What follows belongs to an exercise in optimizing a design on an open flow for small area, a short achievable clock period and few clock cycles per item; a production flow would make more cautious choices.
No run shown here included a check of the RTL's function; only the layout flow was run.
No activity file was given, so power comes from the tool's default toggle rates.

<file path="config.mk">
export PLATFORM = sky130hd
export DESIGN_NAME = muldiv_seq
export DESIGN_NICKNAME = muldiv_seq
export VERILOG_FILES = /design/flow/design.v
export SDC_FILE = /design/flow/constraint.sdc
export NUM_CORES = 4
export LEC_CHECK = 0
export CAP_MARGIN = 20
export CORE_MARGIN = 2
export CORE_UTILIZATION = 35
export SETUP_SLACK_MARGIN = 5
export SLEW_MARGIN = 20
</file>
<file path="constraint.sdc">
create_clock -name core_clock -period 10.5 [get_ports {clk}]
set_input_delay 2.1000 -clock core_clock [delete_from_list [all_inputs] [get_ports {clk}]]
set_output_delay 2.1000 -clock core_clock [all_outputs]
set_load 0.01 [all_outputs]
</file>
<file path="design.v">
package muldiv_pkg;
    localparam logic [2:0] F3_MUL    = 3'b000;
    localparam logic [2:0] F3_MULH   = 3'b001;
    localparam logic [2:0] F3_MULHSU = 3'b010;
    localparam logic [2:0] F3_MULHU  = 3'b011;
    localparam logic [2:0] F3_DIV    = 3'b100;
    localparam logic [2:0] F3_DIVU   = 3'b101;
    localparam logic [2:0] F3_REM    = 3'b110;
    localparam logic [2:0] F3_REMU   = 3'b111;
endpackage
module md_adder
#(
    parameter int unsigned N = 37
) (
    input  logic [N-1:0] x,
    input  logic [N-1:0] y,
    input  logic         ci,
    output logic [N-1:0] s
);
    localparam int unsigned L = $clog2(N);
    logic [N-1:0] g0, p0, c;
    logic [N-1:0] G [0:2*L-1];
    logic [N-1:0] P [0:2*L-1];
    always_comb begin
        g0    = x & y;
        p0    = x ^ y;
        g0[0] = (x[0] & y[0]) | (ci & p0[0]);
        G[0]  = g0;
        P[0]  = p0;
        for (int l = 0; l < L; l++) begin
            G[l+1] = G[l];
            P[l+1] = P[l];
            for (int i = 0; i < N; i++) begin
                if (((i + 1) % (2 ** (l + 1))) == 0 && i >= 2 ** l) begin
                    G[l+1][i] = G[l][i] | (P[l][i] & G[l][i-2**l]);
                    P[l+1][i] = P[l][i] & P[l][i-2**l];
                end
            end
        end
        for (int l = L - 1; l >= 1; l--) begin
            G[2*L-l] = G[2*L-l-1];
            P[2*L-l] = P[2*L-l-1];
            for (int i = 0; i < N; i++) begin
                if (((i + 1) % (2 ** l)) == (2 ** (l - 1)) && i >= 2 ** l) begin
                    G[2*L-l][i] = G[2*L-l-1][i] | (P[2*L-l-1][i] & G[2*L-l-1][i-2**(l-1)]);
                    P[2*L-l][i] = P[2*L-l-1][i] & P[2*L-l-1][i-2**(l-1)];
                end
            end
        end
        c = G[2*L-1];
        s = p0 ^ {c[N-2:0], ci};
    end
endmodule
module muldiv_seq
#(
    parameter int unsigned XLEN       = 32,
    parameter int unsigned MUL_STAGES = 2
) (
    input  logic            clk,
    input  logic            rst_n,
    input  logic            req_valid,
    output logic            req_ready,
    input  logic [XLEN-1:0] a,
    input  logic [XLEN-1:0] b,
    input  logic [2:0]      funct3,
    input  logic            flush,
    output logic            resp_valid,
    input  logic            resp_ready,
    output logic [XLEN-1:0] res,
    output logic            busy
);
    logic        busy_q, rv_q;
    logic        p_mul_q, p_m9_q, p_nega_q, p_cmp0_q, p_cmp_q, p_div_q, p_fix_q, p_done_q;
    logic        p_mul_d, p_m9_d, p_nega_d, p_cmp0_d, p_cmp_d, p_div_d, p_fix_d, p_done_d;
    logic        one0_q, two0_q, inv0_q, one1_q, two1_q, inv1_q, xinv_q;
    logic        one0_d, two0_d, inv0_d, one1_d, two1_d, inv1_d, xinv_d;
    logic        xhi_q, xhi4_q, xdiv_q, xlo_q;
    logic        xhi_d, xhi4_d, xdiv_d, xlo_d;
    logic [4:0]  cnt_q, cnt_d;
    logic        selhi_q, selhi_d;    
    logic        isrem_q, isrem_d;    
    logic        negq_q, negq_d;      
    logic        negr_q, negr_d;      
    logic        x9_q, x9_d;          
    logic [32:0] A_q, A_d;            
    logic [33:0] HI_q, HI_d;          
    logic [31:0] LO_q, LO_d;
    assign req_ready  = !busy_q && !flush;
    assign busy       = busy_q;
    assign resp_valid = rv_q;
    assign res        = selhi_q ? HI_q[31:0] : LO_q;
    logic [36:0] X, A37, A37x2, PP0, PP1, PP1s, S, C, Cs, sum;
    logic        sgn;
    logic        s0, s1, s2, s3;
    always_comb begin
        X = ({37{xhi_q}}  & {{3{HI_q[33]}}, HI_q})
          | ({37{xhi4_q}} & {7'd0, HI_q[33:4]})
          | ({37{xdiv_q}} & {{2{HI_q[33]}}, HI_q, LO_q[31]})
          | ({37{xlo_q}}  & {5'd0, LO_q});
        X = X ^ {37{xinv_q}};
        A37   = {{4{A_q[32]}}, A_q};
        A37x2 = {A37[35:0], 1'b0};
        PP0 = (({37{one0_q}} & A37) | ({37{two0_q}} & A37x2)) ^ {37{inv0_q}};
        PP1 = (({37{one1_q}} & A37) | ({37{two1_q}} & A37x2)) ^ {37{inv1_q}};
        s0 = inv0_q;
        s1 = inv1_q;
        s2 = inv1_q | xinv_q;
        s3 = inv1_q;
        PP1s = {PP1[34:0], s1, s0};
        S  = X ^ PP0 ^ PP1s;
        C  = (X & PP0) | (X & PP1s) | (PP0 & PP1s);
        Cs = {C[35:0], s2};
        sum = add_s;
        sgn = sum[36];
    end
    logic [36:0] add_s;
    md_adder #(.N(37)) u_add (.x(S), .y(Cs), .ci(s3), .s(add_s));
    logic is_div, sdiv, a_neg, b_neg, bnz, swap;
    logic [31:0] mpl;
    always_comb begin
        is_div = funct3[2];
        sdiv   = funct3[2] & ~funct3[0];
        a_neg  = a[31];
        b_neg  = b[31];
        bnz    = |b;
        swap   = (funct3 == muldiv_pkg::F3_MULHSU) ||
                 ((funct3 == muldiv_pkg::F3_MULHU) && b_neg && !a_neg);
        mpl    = swap ? a : b;
    end
    function automatic logic [2:0] booth(input logic [2:0] bb);
        booth[2] = bb[1] ^ bb[0];
        booth[1] = (bb[2] & ~bb[1] & ~bb[0]) | (~bb[2] & bb[1] & bb[0]);
        booth[0] = bb[2] & ~(bb[1] & bb[0]);
    endfunction
    logic last;
    assign last = (cnt_q == 5'd0);
    always_comb begin
        {p_mul_d, p_m9_d, p_nega_d, p_cmp0_d, p_cmp_d, p_div_d, p_fix_d, p_done_d} = '0;
        {one0_d, two0_d, inv0_d, one1_d, two1_d, inv1_d, xinv_d} = '0;
        {xhi_d, xhi4_d, xdiv_d, xlo_d} = '0;
        cnt_d   = cnt_q;
        selhi_d = selhi_q;
        isrem_d = isrem_q;
        negq_d  = negq_q;
        negr_d  = negr_q;
        x9_d    = x9_q;
        A_d     = A_q;
        HI_d    = HI_q;
        LO_d    = LO_q;
        if (!busy_q) begin
            selhi_d = funct3[1] | (~funct3[2] & funct3[0]);
            isrem_d = funct3[2] & funct3[1];
            negq_d  = sdiv & (a_neg ^ b_neg) & bnz;
            negr_d  = sdiv & a_neg;
            x9_d    = (funct3 == muldiv_pkg::F3_MULHU) && a_neg && b_neg;
            if (is_div) begin
                A_d   = {sdiv & b_neg, b};
                HI_d  = {{2{sdiv & a_neg}}, a};
                LO_d  = '0;
                cnt_d = 5'd31;
                if (sdiv && a_neg) begin
                    p_nega_d = 1'b1;
                    xhi_d    = 1'b1;
                    xinv_d   = 1'b1;
                end else begin
                    p_cmp0_d = 1'b1;
                    xhi_d    = 1'b1;
                    one0_d   = 1'b1;
                    inv0_d   = ~(sdiv & b_neg);
                end
            end else begin
                A_d   = swap ? {1'b0, b} : {~funct3[1] & a_neg, a};
                HI_d  = '0;
                LO_d  = mpl;
                cnt_d = 5'd7;
                p_mul_d = 1'b1;
                xhi_d   = 1'b1;
                {one0_d, two0_d, inv0_d} = booth({mpl[1:0], 1'b0});
                {one1_d, two1_d, inv1_d} = booth(mpl[3:1]);
            end
        end else begin
            if (p_mul_q) begin
                HI_d  = {sum[36], sum[36:4]};
                LO_d  = {sum[3:0], LO_q[31:4]};
                cnt_d = cnt_q - 5'd1;
                xhi_d = 1'b1;
                if (!last) begin
                    p_mul_d = 1'b1;
                    {one0_d, two0_d, inv0_d} = booth(LO_q[5:3]);
                    {one1_d, two1_d, inv1_d} = booth(LO_q[7:5]);
                end else if (x9_q) begin
                    p_m9_d = 1'b1;
                    one0_d = 1'b1;    
                end else begin
                    p_done_d = 1'b1;
                end
            end
            if (p_m9_q) begin
                HI_d = sum[33:0];
                p_done_d = 1'b1;
            end
            if (p_nega_q) begin
                HI_d     = sum[33:0];
                p_cmp0_d = 1'b1;
                xhi_d    = 1'b1;
                one0_d   = 1'b1;
                inv0_d   = ~A_q[32];
            end
            if (p_cmp0_q || p_cmp_q) begin
                if (p_cmp_q) begin
                    HI_d  = {4'd0, HI_q[33:4]};
                    LO_d  = {HI_q[3:0], LO_q[31:4]};
                    cnt_d = cnt_q + 5'd4;
                end
                one0_d = 1'b1;
                inv0_d = ~A_q[32];
                if (!sgn && !(p_cmp_q && cnt_q == 5'd27)) begin
                    p_cmp_d = 1'b1;
                    xhi4_d  = 1'b1;
                end else if (p_cmp_q) begin
                    p_div_d = 1'b1;
                    xdiv_d  = 1'b1;
                end else if (isrem_q && negr_q) begin
                    p_fix_d = 1'b1;
                    xhi_d   = 1'b1;
                    xinv_d  = 1'b1;
                    one0_d  = 1'b0;
                    inv0_d  = 1'b0;
                end else begin
                    p_done_d = 1'b1;
                end
            end
            if (p_div_q) begin
                HI_d  = sum[33:0];
                LO_d  = {LO_q[30:0], ~sgn};
                cnt_d = cnt_q - 5'd1;
                one0_d = 1'b1;
                if (!last) begin
                    p_div_d = 1'b1;
                    xdiv_d  = 1'b1;
                    inv0_d  = ~sgn ^ A_q[32];           
                end else if (isrem_q) begin
                    if (negr_q) begin
                        p_fix_d = 1'b1;
                        xhi_d   = 1'b1;
                        xinv_d  = 1'b1;
                        one0_d  = sgn;
                        inv0_d  = sgn & ~A_q[32];
                    end else if (sgn) begin
                        p_fix_d = 1'b1;
                        xhi_d   = 1'b1;
                        inv0_d  = A_q[32];
                    end else begin
                        p_done_d = 1'b1;
                    end
                end else if (negq_q) begin
                    p_fix_d = 1'b1;
                    xlo_d   = 1'b1;
                    xinv_d  = 1'b1;
                    one0_d  = 1'b0;
                    selhi_d = 1'b1;
                end else begin
                    p_done_d = 1'b1;
                end
            end
            if (p_fix_q) begin
                HI_d = sum[33:0];
                p_done_d = 1'b1;
            end
            if (p_done_q) begin
                p_done_d = 1'b1;
            end
        end
    end
    always_ff @(posedge clk or negedge rst_n) begin
        if (!rst_n) begin
            busy_q <= 1'b0;
            rv_q   <= 1'b0;
        end else begin
            if (flush) begin
                busy_q <= 1'b0;
                rv_q   <= 1'b0;
            end else if (!busy_q) begin
                busy_q <= req_valid;
                rv_q   <= 1'b0;
            end else if (rv_q) begin
                if (resp_ready) begin
                    busy_q <= 1'b0;
                    rv_q   <= 1'b0;
                end
            end else begin
                rv_q <= p_done_d;
            end
        end
    end
    always_ff @(posedge clk) begin
        {p_mul_q, p_m9_q, p_nega_q, p_cmp0_q, p_cmp_q, p_div_q, p_fix_q, p_done_q} <=
            {p_mul_d, p_m9_d, p_nega_d, p_cmp0_d, p_cmp_d, p_div_d, p_fix_d, p_done_d};
        {one0_q, two0_q, inv0_q, one1_q, two1_q, inv1_q, xinv_q} <=
            {one0_d, two0_d, inv0_d, one1_d, two1_d, inv1_d, xinv_d};
        {xhi_q, xhi4_q, xdiv_q, xlo_q} <= {xhi_d, xhi4_d, xdiv_d, xlo_d};
        cnt_q   <= cnt_d;
        selhi_q <= selhi_d;
        isrem_q <= isrem_d;
        negq_q  <= negq_d;
        negr_q  <= negr_d;
        x9_q    <= x9_d;
        A_q     <= A_d;
        HI_q    <= HI_d;
        LO_q    <= LO_d;
    end
endmodule
</file>
<file path="flow/run.sh">
#!/bin/bash
# Standard ORFS layout, with timing repair aimed 6 ns below the clock period
# (the design's 10.5 ns clock and constraints are unchanged).
set -euo pipefail
sed 's/SETUP_SLACK_MARGIN=[0-9.]*/SETUP_SLACK_MARGIN=6/' standard.sh > standard_tight.sh
bash standard_tight.sh > flow_make.log 2>&1
</file>
<file path="standard.sh">
#!/bin/bash
# synth_recipe.tcl (not shown) runs the flow's synth.tcl, then flattens the netlist and writes it again
# the make line also repeats each setting of config.mk as NAME=value (left out here)
make -C /OpenROAD-flow-scripts/flow DESIGN_CONFIG=/design/flow/config.mk WORK_HOME=/design/flow/orfs CLKGATE_MAP_FILE= SYNTH_SCRIPT=/design/flow/synth_recipe.tcl "${@:-finish}"
</file>
==> flow_summary.toml, run 1 <==
[place]
pre_cts_ws_ns = 5.11
hpwlAfterDp_microns = 30300
dpl_cell_area_sq_um = 13600
globalplace.congestion = 0.897
place.port_buffers = 106

[global_route]
grt_max_degree = 80
gr-max-usage-layer = "met2"
antenna_found_initial = 1
globalRouteMet3Util_pct = 4.38
use_met1_pct = 32.5
met2_usage_pct = 40.8
first_global_vias = 11900
overflow = 0
grt_usage_pct = 25.2
grt_pass1_wl_microns = 70300

[yosys]
ys_seq_area_share_pct = 24.4
yosys.area.top_type = "dfxtp_1"
synthDistinctLibCells = 63
synthFlopType = "dfxtp_1"
synth_area_sq_um = 12200
synth_fp_nets = 1600
async_reset_ff_share_pct = 1.56
synth_edf_count = 40
avgSynthCellArea_sq_um = 8.53
synth_seq_cells = 128
synth_top_area_share_pct = 14.1
syn_inst = 1429
synth_area_leaders = "dfxtp_1 14%, edfxtp_1 9.9%, fa_1 8.9%, xnor2_1 6.8%, mux2_2 6.4%"
yosysWarnings = 4

[hold_path]
min_from = "p_nega_q$_SDFF_PP0_"
whs_endpoint = "p_cmp0_q$_DFF_P_"
hold_class = "register to register"
holdPathStages = 2

[power_and_ir_drop]
max-vdd-ir-drop_uv = 194
cellLeakagePower_nw = 5.75
power_density_nw_per_um2 = 400

[timing]
post-route-period-util_pct = 44.9
clock.fmax_ghz = 0.212
fin_ws_ns = 5.78
hold_ws_ns = 0.523
rsz0062_at_grt = "yes"
setup-violations-final = 0
hold_violations = 0
maxSlewViolCount = 0
worst_slew_pin_slew_ns = 0.983
fin_tns_setup_ns = 0
relSlewSlack_pct = 34.5
fin_worst_skew_ns = 0.00749
period_needed_ns = 4.72

[final_layout]
drive_gt1_share_pct = 19.5
antennaDiodeCount = 0
n_fill_cell = 3363
register_area_sq_um = 3000
multiInputGateArea_sq_um = 9240
layout.nets = 1675
final_area_sq_um = 15400
area_growth_pct = 26.5

[worst_setup_path]
r2r_start = "xhi_q$_SDFF_PN1_"
arrival_ns = 5.04
reg2reg_slack_ns = 5.78
required_ns = 10.83
worstReg2RegEnd = "HI_q[19]$_DFF_P_"
worstSetupPathType = "register to register"
path_max_fanout = 8
endpoint_kind = "register"
worstSetupStartpointType = "register"
reg2regPathDepth = 21

[floorplan]
chipHeight_microns = 191
ios = 107
die_x_microns = 191
num_rows = 68
initial_core_util_pct = 35.5
die-area_sq_um = 36300
core_sq_um = 34400

[route]
detail_route.first_pass.iterations = 8
via_per_inst = 6.18
finalWirelength_microns = 46500
initialDrtViolationCount = 1194
drt-wirelength-per-cell_microns = 23.6
drtAntennaViolNets = 0
vias = 12200
drc = 0

[cts]
clkTransAtPathRegs_ns = 0.06
h-tree-depth = 4
clock_latency_ns = 0.44
postCtsHoldBufs = 0
root_buffer = "clkbuf_16"
clockBufferDepth = 2
cts_tree = "built"
cts_buffers = 17
clock-sinks = 128

[run]
cap_violations = 0

[status]
status = "complete, no violations"
-- placed cells by master (no fill, tap or decap), types with 5 or more instances in the layout --
master	n
ha_4	14
a22oi_1	91
o221ai_1	18
buf_6	12
a21oi_1	139
inv_1	52
mux2_2	69
buf_4	51
dfxtp_1	78
o221ai_2	8
clkbuf_16	17
ha_1	30
nand3_1	7
or2_2	6
nor3_1	13
xor2_1	23
dfxtp_4	5
a21o_1	12
o22ai_1	32
fa_2	13
a221oi_2	27
edfxtp_1	40
nand2_1	142
o21ai_1	9
clkinv_2	7
a22o_1	32
nor2_1	43
xor2_2	7
xnor2_1	92
or3_1	9
buf_16	5
o21ai_0	97
nor2b_1	5
clkdlybuf4s50_1	103
mux2i_1	39
fa_1	41
nor4_1	8
-- critical path: stages (launching register included) --
cell	delay, ns
dfxtp_4	0.37
buf_12	0.15
buf_6	0.16
a221oi_2	0.27
xnor2_1	0.17
fa_1	0.48
ha_4	0.30
o211ai_1	0.11
o21a_2	0.26
a211o_4	0.36
a21o_4	0.25
o21bai_4	0.12
a21o_1	0.17
a21o_1	0.15
a21oi_2	0.07
fa_2	0.38
xor2_2	0.20
nand2_1	0.07
o21ai_1	0.13
a22oi_1	0.11
o221ai_1	0.26
nand2_1	0.07
-- worst max-delay path by stage --
stage	start	end	slack [ns]
after global placement	xhi4_q$_SDFF_PN0_	HI_q[18]$_DFF_P_	5.08
final	xhi_q$_SDFF_PN1_	HI_q[19]$_DFF_P_	5.78
after floorplan	xhi4_q$_SDFF_PN0_	HI_q[18]$_DFF_P_	6.01
after detailed placement	xhi4_q$_SDFF_PN0_	HI_q[18]$_DFF_P_	5.11
after CTS	xlo_q$_SDFF_PP0_	HI_q[18]$_DFF_P_	5.84
after global routing	xlo_q$_SDFF_PP0_	HI_q[19]$_DFF_P_	5.63
-- flip-flops by register name (all words and copies together), names as in the netlist, 5 cells and up --
name,cells
LO_q,32
cnt_q,5
HI_q,34
A_q,33
-- kinds of logic (layout without fill, tap and decap cells) --
kind of cell | after synthesis | count (layout) | share of synthesized area (%)
simple gates | 263 | 263 | 9.57
buf+inv | 176 | 264 | 5.49
xor+xnor | 125 | 125 | 8.98
fa+ha+maj | 99 | 99 | 13.5
compound gates | 529 | 529 | 28.4
flops | 128 | 128 | 24.4
mux | 109 | 109 | 9.66
-- cells in the mapped netlist, types with 7 or more instances --
cell and number:
a21o_1 13, edfxtp_1 40, xnor2_1 95, nor2_1 49, buf_1 21, clkbuf_1 96
a221oi_1 30, mux2_2 69, a21oi_1 144, o221ai_1 26, nor4_1 8, xor2_1 30
nand3_1 7, ha_1 45, o21ai_0 110, mux2i_1 40, inv_1 54, dfxtp_1 86
nor3_1 13, a22o_1 32, o22ai_1 32, a211oi_1 7, nand2_1 143, a22oi_1 91
or3_1 9, fa_1 54
-- routing by layer --
layer,wire length (microns),up-vias
li1,-,5415
met1,19100,5982
met2,21700,668
met3,3800,114
met4,1940,0
met5,0,-
-- report_power, final --
group          internal [mW]  switching, mW  leakage [nW]  total [mW]
logic                   2.20           2.47          4.34        4.67
registers              0.639          0.279          1.15       0.918
clock network          0.335          0.243         0.264       0.578
total                   3.17           2.99          5.75        6.16
-- layout make-up --
cell class              count  area share [%]
clock buffers              21            2.99
clock inverters            11           0.585
inverters                  54            1.32
multi-input cells        1125            59.9
flip-flops and latches    128            19.4
well taps                 455            3.69
repair buffers            178            12.0
-- per-stage QoR --
stage          power [mW]  util [%]  cells
3_3_place_gp         4.35      39.6   1890
5_1_grt              6.54      44.8   1972
4_1_cts              5.56      43.6   1955
3_5_place_dp         4.41      39.7   1891
6_report             6.16      44.8   1972
2_1_floorplan        3.42         -   1429
-- what timing repair did --
action,4_1_cts,5_1_grt
setup endpoints to repair,40,32
gates cloned,5,0
endpoints found under the hold margin,0,0
resized for setup,84,64
buffers inserted,27,17
pin swaps,43,71
==> inputs of run 2 (changes only) <==
==> flow/run.sh (replaced) <==
#!/bin/bash
# Standard ORFS layout; port buffers use the small sky130 buffer.
set -euo pipefail
sed 's/"\${@:-finish}"/BUFFER_PORTS_ARGS="-buffer_cell sky130_fd_sc_hd__buf_1" "${@:-finish}"/' standard.sh > standard_mod.sh
bash standard_mod.sh > flow_make.log 2>&1
--- a/config.mk
+++ b/config.mk
@@ -10,2 +10,3 @@
 export CORE_UTILIZATION = 35
+export CTS_BUF_LIST = sky130_fd_sc_hd__clkbuf_4 sky130_fd_sc_hd__clkbuf_8
 export SETUP_SLACK_MARGIN = 5
==> run 2 against run 1 <==
Effect of this change: still clean on timing, DRC and antenna; cell count is 2.2% lower; total power fell by 21%; synthesized cell count unchanged; combinational power shrank 25%; setup slack worse by 0.48 ns; clock skew increased by 0.011 ns; global-route usage shrank 1.9 points; critical path depth increased by 1; wire length shrank 7.9%; clock power decreased by 22%; first-iteration DRC count increased by 5.2%; final area fell by 13%; critical endpoint is now HI_q[27]$_DFF_P_; largest power group unchanged; highest routed layer unchanged.
==> flow_summary.toml, run 2 <==
[cts]
postCtsHoldBufs = 0
root_buffer = "clkbuf_8"
clockBufferDepth = 2
clkTransAtPathRegs_ns = 0.08
clock-sinks = 128
clock_latency_ns = 0.49
cts_tree = "built"
h-tree-depth = 4
cts_buffers = 17

[worst_setup_path]
crit_chain = "buf_12, a22o_1, a221oi_1, xnor2_1, xnor2_1, fa_1, fa_1, a211oi_1, o21a_2, a211o_4, a21o_1, o21ai_2, a21oi_1, o21bai_1, a21o_1, fa_1, xnor2_2, nand2_1, o21ai_0, a22oi_1, o221ai_1, nand2_1"
required_ns = 10.86
path_max_fanout = 62
cp_num_buf_inv = 1
reg2reg_slack_ns = 5.31
worstSetupEndpoint = "HI_q[27]$_DFF_P_"
r2r_start = "xdiv_q$_SDFF_PN0_"
max_stage_delay_ns = 0.46
endpoint_kind = "register"
worstReg2RegEnd = "HI_q[27]$_DFF_P_"
worstSetupPathType = "register to register"
worstSetupStartpointType = "register"
crit_start = "xdiv_q$_SDFF_PN0_"
critPathTopFamily = "compound AO/OA/AOI/OAI gates"
cp.depth = 22
cp_slowest_cell = "fa_1"
arrival_ns = 5.56
cp_common_cell = "fa_1"
reg2regPathDepth = 22

[timing]
setup-violations-final = 0
clock.fmax_ghz = 0.193
post-route-period-util_pct = 49.5
maxSlewViolCount = 0
rsz0062_at_grt = "no"
hold_violations = 0
fin_worst_skew_ns = 0.0182
relSlewSlack_pct = 30.7
fin_tns_setup_ns = 0
worst_slew_pin_slew_ns = 1.04
hold_ws_ns = 0.555
period_needed_ns = 5.19

[status]
status = "complete, no violations"

[final_layout]
reg_top3 = "HI_q: 34 flops, A_q: 33 flops, LO_q: 32 flops"
regMostFlops = "HI_q"
area_growth_pct = 10.2
layout_common_cells = "144 x a21oi_1, 143 x nand2_1, 108 x o21ai_0"
n_fill_cell = 3532
antennaDiodeCount = 0
layout.nets = 1632
final_common_cell = "a21oi_1"
drive_gt1_share_pct = 10.7
largest_reg_flops = 34

[yosys]
syn_inst = 1429
synth.most_common_cell = "a21oi_1"
synthTopCellsByCount = "144 x a21oi_1, 143 x nand2_1, 110 x o21ai_0, 96 x clkbuf_1, 95 x xnor2_1"
synth_fp_nets = 1600
synth_area_sq_um = 12200
ys_seq_area_share_pct = 24.4
avgSynthCellArea_sq_um = 8.53
async_reset_ff_share_pct = 1.56
synth_area_leaders = "dfxtp_1 14%, edfxtp_1 9.9%, fa_1 8.9%, xnor2_1 6.8%, mux2_2 6.4%"
synth_seq_cells = 128
yosysWarnings = 4
synth_edf_count = 40
synth_top_area_share_pct = 14.1
synthDistinctLibCells = 63
synthFlopType = "dfxtp_1"
yosys.area.top_type = "dfxtp_1"

[route]
initialDrtViolationCount = 1256
detail_route.first_pass.iterations = 6
drtAntennaViolNets = 0
drt-wirelength-per-cell_microns = 22.2
vias = 11800
via_per_inst = 6.09
drc = 0
finalWirelength_microns = 42800

[power_and_ir_drop]
power_density_nw_per_um2 = 362
max-vdd-ir-drop_uv = 152
cellLeakagePower_nw = 5.01

[global_route]
overflow = 0
first_global_vias = 11300
grt_usage_pct = 23.3
grt_pass1_wl_microns = 65700
grt_max_degree = 92
antenna_found_initial = 0

[place]
hpwlAfterDp_microns = 29000
place.port_buffers = 106
globalplace.congestion = 0.891

[floorplan]
die-area_sq_um = 36300
core_sq_um = 34400
chipHeight_microns = 191
die_x_microns = 191
ios = 107
num_rows = 68
initial_core_util_pct = 35.5

[hold_path]
hold_class = "register to register"

[run]
cap_violations = 0
-- run 2: cell counts after synthesis --
No cell type changed its count.
-- run 2: layout make-up --
cell class              count  area, sq um  share of cell area [%]
clock buffers              25          307                    2.28
clock inverters             7         87.6                   0.652
inverters                  54          204                    1.52
multi-input cells        1125         8600                    64.1
flip-flops and latches    128         2990                    22.3
well taps                 455          569                    4.24
repair buffers            135          668                    4.98
-- run 2: how the worst min path moves through the flow --
| stage | startpoint | to | cells past startpoint |
|---|---|---|---|
| finish | p_cmp0_q$_DFF_P_ | xhi4_q$_SDFF_PN0_ | 2 |
| CTS | p_cmp0_q$_DFF_P_ | xhi4_q$_SDFF_PN0_ | 2 |
| global route | p_cmp0_q$_DFF_P_ | xhi4_q$_SDFF_PN0_ | 2 |
| global placement | p_nega_q$_SDFF_PP0_ | xhi_q$_SDFF_PN1_ | 1 |
| floorplan | p_nega_q$_SDFF_PP0_ | xhi_q$_SDFF_PN1_ | 1 |
| detailed placement | p_cmp0_q$_DFF_P_ | xhi4_q$_SDFF_PN0_ | 2 |
-- run 2: cell families (layout without fill, tap and decap cells) --
family                     Yosys count  in the layout  synth area share, %
AOI/OAI and AO/OA                  529            529                 28.4
and+or+nand+nor                    263            263                 9.57
buffers and inverters              176            221                 5.49
DFF                                128            128                 24.4
xor gates and xnor gates           125            125                 8.98
muxes                              109            109                 9.66
adders and majority gates           99             99                 13.5
-- run 2: worst register-to-register path, stage by stage, from the launching register on --
cell      delay (ns)
dfxtp_4         0.44
buf_12          0.24
a22o_1          0.24
a221oi_1        0.28
xnor2_1         0.15
xnor2_1         0.19
fa_1            0.42
fa_1            0.42
a211oi_1        0.25
o21a_2          0.24
a211o_4         0.18
a21o_1          0.18
o21ai_2         0.11
a21oi_1         0.21
o21bai_1        0.09
a21o_1          0.20
fa_1            0.46
xnor2_2         0.19
nand2_1         0.07
o21ai_0         0.11
a22oi_1         0.10
o221ai_1        0.24
nand2_1         0.07
-- run 2: what timing repair did --
item                                    4_1_cts  5_1_grt
endpoints found under the setup margin       13       16
buffers inserted                              2        4
cloned                                        0        0
gates resized for setup                       4        7
pin swaps                                     1        1
-- run 2: per-stage QoR --
step	std cells	utilization [%]	worst slack, ns	area (sq um)	power, mW
2_1_floorplan	1429	-	5.38	12200	3.36
3_3_place_gp	1890	37.5	4.55	12900	4.18
3_5_place_dp	1890	37.5	4.47	12900	4.23
4_1_cts	1924	38.8	5.03	13300	4.72
5_1_grt	1929	39.1	5.00	13400	5.27
6_report	1929	39.1	5.31	13400	4.86
-- run 2: metal layers --
metal	global-route usage [%]	wire length (microns)
met5	0	0
met4	9.21	1400
met3	4.31	3420
met2	37.8	20300
met1	30.5	17700
-- run 2: where the power goes --
group	switching, mW	leakage [nW]	total (mW)	internal (mW)
clock	0.214	0.208	0.452	0.238
sequential	0.253	1.15	0.892	0.639
combinational	2.08	3.66	3.51	1.43

==> separate check: timing with driven ports <==
In the flow no input, the clock included, has a driving cell. The finished layouts below were timed again as built, in two steps. Step 1, drivers: a clkbuf_16 drives clk and a buf_2 each remaining input, both assumed. Step 2 adds t to the input delays and takes it off the output delays; t is the mean of the earliest and latest rising clock arrival at the registers after step 1. Input paths then give back, and output paths get back, about the clock's delay inside the block. a / b / c = ideal / step 1 / step 2; a / b = the first two.
run	t, ns	setup WS [ns]	hold WS [ns]	latest minus earliest clock arrival (ns)
run 1	0.482	5.781 / 5.781 / 5.651	0.523 / 0.523 / 0.523	0.007 / 0.007
run 2	0.526	5.306 / 5.306 / 5.306	0.555 / 0.555 / 0.555	0.018 / 0.018
After both steps setup and hold are still met in every run listed. For run 1, which loses most, drivers alone change the setup slack by 0.000 ns; drivers and shift together by -0.130 ns.
